Background: an optimization exercise with open tools, aiming at small area. Do not read the settings as production practice.
In this exercise RTL edits were held to simulation tests only and were not proved equivalent to the original.
No activity file was given, so power comes from the tool's default toggle rates.

==> flow/design.v (excerpt) <==
module matrix_calc_top (
	input  logic       clk,
	input  logic       rst_n,
	input  logic       rx_valid,
	input  logic [7:0] rx_data,
	input  logic [7:0] command,
	input  logic [7:0] scalar_in,
	input  logic       confirm,
	input  logic       tx_busy,
	output logic       tx_start,
	output logic [7:0] tx_data,
	output logic       busy,
	output logic       error,
	output logic       timer_active
);
export LEC_CHECK = 0
export ABC_AREA = 1
export CAP_MARGIN = 20
export CORE_MARGIN = 2
export CORE_UTILIZATION = 40
export CTS_CLUSTER_DIAMETER = 100
export CTS_CLUSTER_SIZE = 24
export SLEW_MARGIN = 20
create_clock -name core_clock -period 11.0 [get_ports {clk}]
standard.sh (not shown) runs the stock make flow with config.mk's settings and CLKGATE_MAP_FILE= SYNTH_SCRIPT=/design/flow/synth_recipe.tcl, a recipe that flattens the netlist after the stock synthesis.
==> flow/flow/run.sh <==
#!/bin/bash
# The standard layout with two changes to synthesis, made in a copy of ORFS's
# scripts: the logic is mapped with an area-oriented ABC script
# (flow/abc_area.script) in place of ORFS's, and Yosys's generic "abc -fast"
# inside "synth -run fine:" is skipped, so that extract_fa sees the adder
# network as written. Registers come out exactly as in the standard synthesis.
# Ports are buffered with the smallest buffer. Every other step is standard.
set -euo pipefail
here=$(pwd)
rm -rf "$here/scripts"
cp -r "$FLOW_HOME/scripts" "$here/scripts"
cp "$here/flow/abc_area.script" "$here/scripts/abc_area.script"
sed -i 's/synth -top \$::env(DESIGN_NAME) -run fine:/synth -noabc -top $::env(DESIGN_NAME) -run fine:/' \
	"$here/scripts/synth.tcl"
grep -n "synth -noabc" "$here/scripts/synth.tcl" > "$here/synth_patch.log" 2>&1 || true
bash standard.sh SCRIPTS_DIR="$here/scripts" \
	BUFFER_PORTS_ARGS="-buffer_cell sky130_fd_sc_hd__buf_1" finish > "$here/orfs_make.log" 2>&1
==> flow/flow/abc_area.script <==
strash
dc2
&get -n
&dch -f
&nf -R 1000
&put
strash
&get -n
&dch -f
&nf -R 1000
&put
topo
==> next run, changes <==
==> flow/run.sh (new file) <==
#!/bin/bash
# synth_recipe.tcl (not shown) runs the flow's synth.tcl, then flattens the netlist and writes it again
# the make line also repeats each setting of config.mk as NAME=value (left out here)
make -C /OpenROAD-flow-scripts/flow DESIGN_CONFIG=/design/flow/config.mk WORK_HOME=/design/flow/orfs CLKGATE_MAP_FILE= SYNTH_SCRIPT=/design/flow/synth_recipe.tcl finish
--- a/flow/config.mk
+++ b/flow/config.mk
@@ -10,5 +10,3 @@
 export CORE_MARGIN = 2
 export CORE_UTILIZATION = 40
-export CTS_CLUSTER_DIAMETER = 100
-export CTS_CLUSTER_SIZE = 24
 export SLEW_MARGIN = 20
removed: flow/flow/run.sh
removed: flow/flow/abc_area.script
removed: flow/standard.sh
After rerunning: Worst hold slack improves by 0.0063 ns. Via count went up by about a fifth. Clock skew shrinks by 0.0084 ns. Utilization increases by 1.6 points. Cell area rises by roughly a tenth. Global-route usage climbs by 1.1 points. Clock-buffer cell count climbs by 10.
==> next run, changes <==
==> flow/flow/run.sh (new file) <==
#!/bin/bash
# The standard layout, with ORFS's scripts copied so that synthesis maps the
# logic with an area-oriented ABC script (flow/abc_area.script) in place of
# ORFS's, and ports buffered with the smallest buffer. Registers, hierarchy
# handling and every other step are the standard ones.
set -euo pipefail
here=$(pwd)
rm -rf "$here/scripts"
cp -r "$FLOW_HOME/scripts" "$here/scripts"
cp "$here/flow/abc_area.script" "$here/scripts/abc_area.script"
bash standard.sh SCRIPTS_DIR="$here/scripts" \
	BUFFER_PORTS_ARGS="-buffer_cell sky130_fd_sc_hd__buf_1" finish > "$here/orfs_make.log" 2>&1
==> flow/flow/abc_area.script (new file) <==
strash
dc2
&get -n
&dch -f
&nf -R 1000
&put
strash
&get -n
&dch -f
&nf -R 1000
&put
topo
==> flow/standard.sh (new file) <==
#!/bin/bash
# synth_recipe.tcl (not shown) runs the flow's synth.tcl, then flattens the netlist and writes it again
# the make line also repeats each setting of config.mk as NAME=value (left out here)
make -C /OpenROAD-flow-scripts/flow DESIGN_CONFIG=/design/flow/config.mk WORK_HOME=/design/flow/orfs CLKGATE_MAP_FILE= SYNTH_SCRIPT=/design/flow/synth_recipe.tcl "${@:-finish}"
removed: flow/run.sh
=> Worst setup slack degrades by 0.27 ns; synthesized cell count falls by about a fifth; clock skew rises by 0.0065 ns; first-iteration DRC count rises by a quarter to a third; critical path depth rises by 4; power rises by well over a third.


matrix_calc_top again, from the RTL that the note above started with.
Settings: LEC_CHECK=0, ABC_AREA=1, CAP_MARGIN=20, CORE_MARGIN=2, CORE_UTILIZATION=60, CTS_BUF_LIST=sky130_fd_sc_hd__clkbuf_2 sky130_fd_sc_hd__clkbuf_4 sky130_fd_sc_hd__clkbuf_8, SLEW_MARGIN=20; clock period 11.0 ns.
==> flow/flow/run.sh <==
#!/bin/bash
# The standard layout, with ORFS's scripts copied so that synthesis maps the
# logic with an area-oriented ABC script (flow/abc_area.script) in place of
# ORFS's, and ports buffered with the smallest buffer. Registers, hierarchy
# handling and every other step are the standard ones.
set -euo pipefail
here=$(pwd)
rm -rf "$here/scripts"
cp -r "$FLOW_HOME/scripts" "$here/scripts"
cp "$here/flow/abc_area.script" "$here/scripts/abc_area.script"
bash standard.sh SCRIPTS_DIR="$here/scripts" \
	BUFFER_PORTS_ARGS="-buffer_cell sky130_fd_sc_hd__buf_1" finish > "$here/orfs_make.log" 2>&1
==> flow/flow/abc_area.script <==
strash
dc2
&get -n
&dch -f
&nf -R 1000
&put
strash
&get -n
&dch -f
&nf -R 1000
&put
topo
Rerun with:
==> flow/flow/run.sh (replaced) <==
#!/bin/bash
# The standard layout with two changes to synthesis, made in a copy of ORFS's
# scripts: the logic is mapped with an area-oriented ABC script
# (flow/abc_area.script) in place of ORFS's, and Yosys's generic "abc -fast"
# inside "synth -run fine:" is skipped, so that extract_fa sees the adder
# network as written. Registers come out exactly as in the standard synthesis.
# Ports are buffered with the smallest buffer. Every other step is standard.
set -euo pipefail
here=$(pwd)
rm -rf "$here/scripts"
cp -r "$FLOW_HOME/scripts" "$here/scripts"
cp "$here/flow/abc_area.script" "$here/scripts/abc_area.script"
sed -i 's/synth -top \$::env(DESIGN_NAME) -run fine:/synth -noabc -top $::env(DESIGN_NAME) -run fine:/' \
	"$here/scripts/synth.tcl"
grep -n "synth -noabc" "$here/scripts/synth.tcl" > "$here/synth_patch.log" 2>&1 || true
bash standard.sh SCRIPTS_DIR="$here/scripts" \
	BUFFER_PORTS_ARGS="-buffer_cell sky130_fd_sc_hd__buf_1" finish > "$here/orfs_make.log" 2>&1
CORE_UTILIZATION = 40   (was 60)
CTS_BUF_LIST = unset   (was sky130_fd_sc_hd__clkbuf_2 sky130_fd_sc_hd__clkbuf_4 sky130_fd_sc_hd__clkbuf_8)
- The new run ran to the end with no violations
- worst setup slack loses 150 ps
- die area rises by 47%
- wire length hardly moves
- area after synthesis falls by 1.4%
- count of clock-buffer cells in the layout falls by 31
- core utilization falls by 22 points
- sequential share of layout area falls by 0.56 points


## north
Starting RTL as in the previous note.
==> flow/config.mk <==
export PLATFORM = sky130hd
export DESIGN_NAME = matrix_calc_top
export DESIGN_NICKNAME = matrix_calc_top
export VERILOG_FILES = /design/flow/design.v
export SDC_FILE = /design/flow/constraint.sdc
export NUM_CORES = 4
export LEC_CHECK = 0
export ABC_AREA = 1
export CAP_MARGIN = 20
export CORE_MARGIN = 2
export CORE_UTILIZATION = 40
export CTS_BUF_LIST = sky130_fd_sc_hd__clkbuf_4
export SLEW_MARGIN = 20
==> flow/constraint.sdc <==
create_clock -name core_clock -period 11.0 [get_ports {clk}]
set_input_delay 2.2000 -clock core_clock [delete_from_list [all_inputs] [get_ports {clk}]]
set_output_delay 2.2000 -clock core_clock [all_outputs]
set_load 0.01 [all_outputs]
==> flow/flow/run.sh <==
#!/bin/bash
# The standard layout, with ORFS's scripts copied so that synthesis maps the
# logic with an area-oriented ABC script (flow/abc_area.script) in place of
# ORFS's, and ports buffered with the smallest buffer. Registers, hierarchy
# handling and every other step are the standard ones.
set -euo pipefail
here=$(pwd)
rm -rf "$here/scripts"
cp -r "$FLOW_HOME/scripts" "$here/scripts"
cp "$here/flow/abc_area.script" "$here/scripts/abc_area.script"
bash standard.sh SCRIPTS_DIR="$here/scripts" \
	BUFFER_PORTS_ARGS="-buffer_cell sky130_fd_sc_hd__buf_1" finish > "$here/orfs_make.log" 2>&1
Scripts as last shown in full above: flow/flow/abc_area.script
[inputs] south vs north
# north
export LEC_CHECK = 0
export ABC_AREA = 1
export CAP_MARGIN = 20
export CORE_MARGIN = 2
export CORE_UTILIZATION = 40
export CTS_BUF_LIST = sky130_fd_sc_hd__clkbuf_4
export SLEW_MARGIN = 20
create_clock -name core_clock -period 11.0 [get_ports {clk}]
# south
export LEC_CHECK = 0
export ABC_AREA = 1
export CAP_MARGIN = 20
export CORE_MARGIN = 2
export CORE_UTILIZATION = 40
export CTS_CLUSTER_DIAMETER = 100
export CTS_CLUSTER_SIZE = 30
export SLEW_MARGIN = 20
create_clock -name core_clock -period 11.0 [get_ports {clk}]
==> flow/flow/run.sh <==
#!/bin/bash
# The standard layout with two changes to synthesis, made in a copy of ORFS's
# scripts: the logic is mapped with an area-oriented ABC script
# (flow/abc_area.script) in place of ORFS's, and Yosys's generic "abc -fast"
# inside "synth -run fine:" is skipped, so that extract_fa sees the adder
# network as written. Registers come out exactly as in the standard synthesis.
# Ports are buffered with the smallest buffer. Every other step is standard.
set -euo pipefail
here=$(pwd)
rm -rf "$here/scripts"
cp -r "$FLOW_HOME/scripts" "$here/scripts"
cp "$here/flow/abc_area.script" "$here/scripts/abc_area.script"
sed -i 's/synth -top \$::env(DESIGN_NAME) -run fine:/synth -noabc -top $::env(DESIGN_NAME) -run fine:/' \
	"$here/scripts/synth.tcl"
grep -n "synth -noabc" "$here/scripts/synth.tcl" > "$here/synth_patch.log" 2>&1 || true
bash standard.sh SCRIPTS_DIR="$here/scripts" \
	BUFFER_PORTS_ARGS="-buffer_cell sky130_fd_sc_hd__buf_1" finish > "$here/orfs_make.log" 2>&1
Findings:
In terms of count of multi-input gates, north and south differ only marginally.
Worst reg-to-reg setup slack: south < north
Cmp south and north / share of the yosys chip area belonging to registers / higher: south
A critical path capture point of val_q[7]$_DFF_P_ is what north shows, while val_q[8]$_DFF_P_ belongs to south.
The following lists how east was set up differently from south:
# south
export LEC_CHECK = 0
export ABC_AREA = 1
export CAP_MARGIN = 20
export CORE_MARGIN = 2
export CORE_UTILIZATION = 40
export CTS_CLUSTER_DIAMETER = 100
export CTS_CLUSTER_SIZE = 30
export SLEW_MARGIN = 20
create_clock -name core_clock -period 11.0 [get_ports {clk}]
# east
export LEC_CHECK = 0
export ABC_AREA = 1
export CAP_MARGIN = 20
export CORE_MARGIN = 2
export CORE_UTILIZATION = 40
export CTS_CLUSTER_DIAMETER = 100
export CTS_CLUSTER_SIZE = 24
export SLEW_MARGIN = 20
create_clock -name core_clock -period 11.0 [get_ports {clk}]
--- a/flow/flow/run.sh
+++ b/flow/flow/run.sh
@@ -6,3 +6,4 @@
 # network as written. Registers come out exactly as in the standard synthesis.
-# Ports are buffered with the smallest buffer. Every other step is standard.
+# Ports are buffered with the smallest buffer; clock tree synthesis uses
+# larger sink clusters and no dummy loads. Every other step is standard.
 set -euo pipefail
@@ -16,2 +17,3 @@
 bash standard.sh SCRIPTS_DIR="$here/scripts" \
+	CTS_ARGS="-sink_clustering_enable -repair_clock_nets -dont_use_dummy_load -sink_clustering_size 24 -sink_clustering_max_diameter 100" \
 	BUFFER_PORTS_ARGS="-buffer_cell sky130_fd_sc_hd__buf_1" finish > "$here/orfs_make.log" 2>&1
==> run notes <==
east ran to completion and came out clean on the timing, DRC and antenna checks. [compare] base=south new=east: area added between synthesis and finish dropped 0.56 points; final cell utilization of the core went down 0.23 points; number of sequential cells comparable; cell count after synthesis did not really move. Between south and east, the internal power consumption figures differ only marginally. In east the initial DRC count turned out 21 higher than in south. east against south; via count is down slightly.

==> re-timing with driven ports <==
Ports are ideal in the flow. The routed layouts listed here were re-timed in OpenROAD. Step 1 sets driving cells, clkbuf_16 on the clock port and buf_2 on the other inputs (assumed; they add their load-dependent delay and slew). Step 2 adds t to the input delays and takes it off the output delays; t is the mean of the earliest and latest rising clock arrival at the registers after step 1. Input paths then give back, and output paths get back, about the clock's delay inside the block. Slacks: no drivers / after step 1 / after step 2; pairs: no drivers / after step 1.
run | t (ns) | setup WS [ns] | cell pins on the clock port's net
the first run of note 1 | 0.595 | 2.811 / 2.811 / 2.811 | 1
the second run of note 1 | 0.587 | 3.618 / 3.618 / 3.618 | 1
the third run of note 1 | 0.591 | 3.348 / 3.348 / 3.348 | 1
the first run of note 2 | 0.637 | 2.969 / 2.969 / 2.969 | 1
the second run of note 2 | 0.586 | 2.824 / 2.824 / 2.824 | 1
north | 0.760 | 3.362 / 3.362 / 3.362 | 1
south | 0.586 | 2.801 / 2.801 / 2.801 | 1
east | 0.575 | 2.820 / 2.820 / 2.820 | 1
After both steps setup and hold are still met in every run listed.
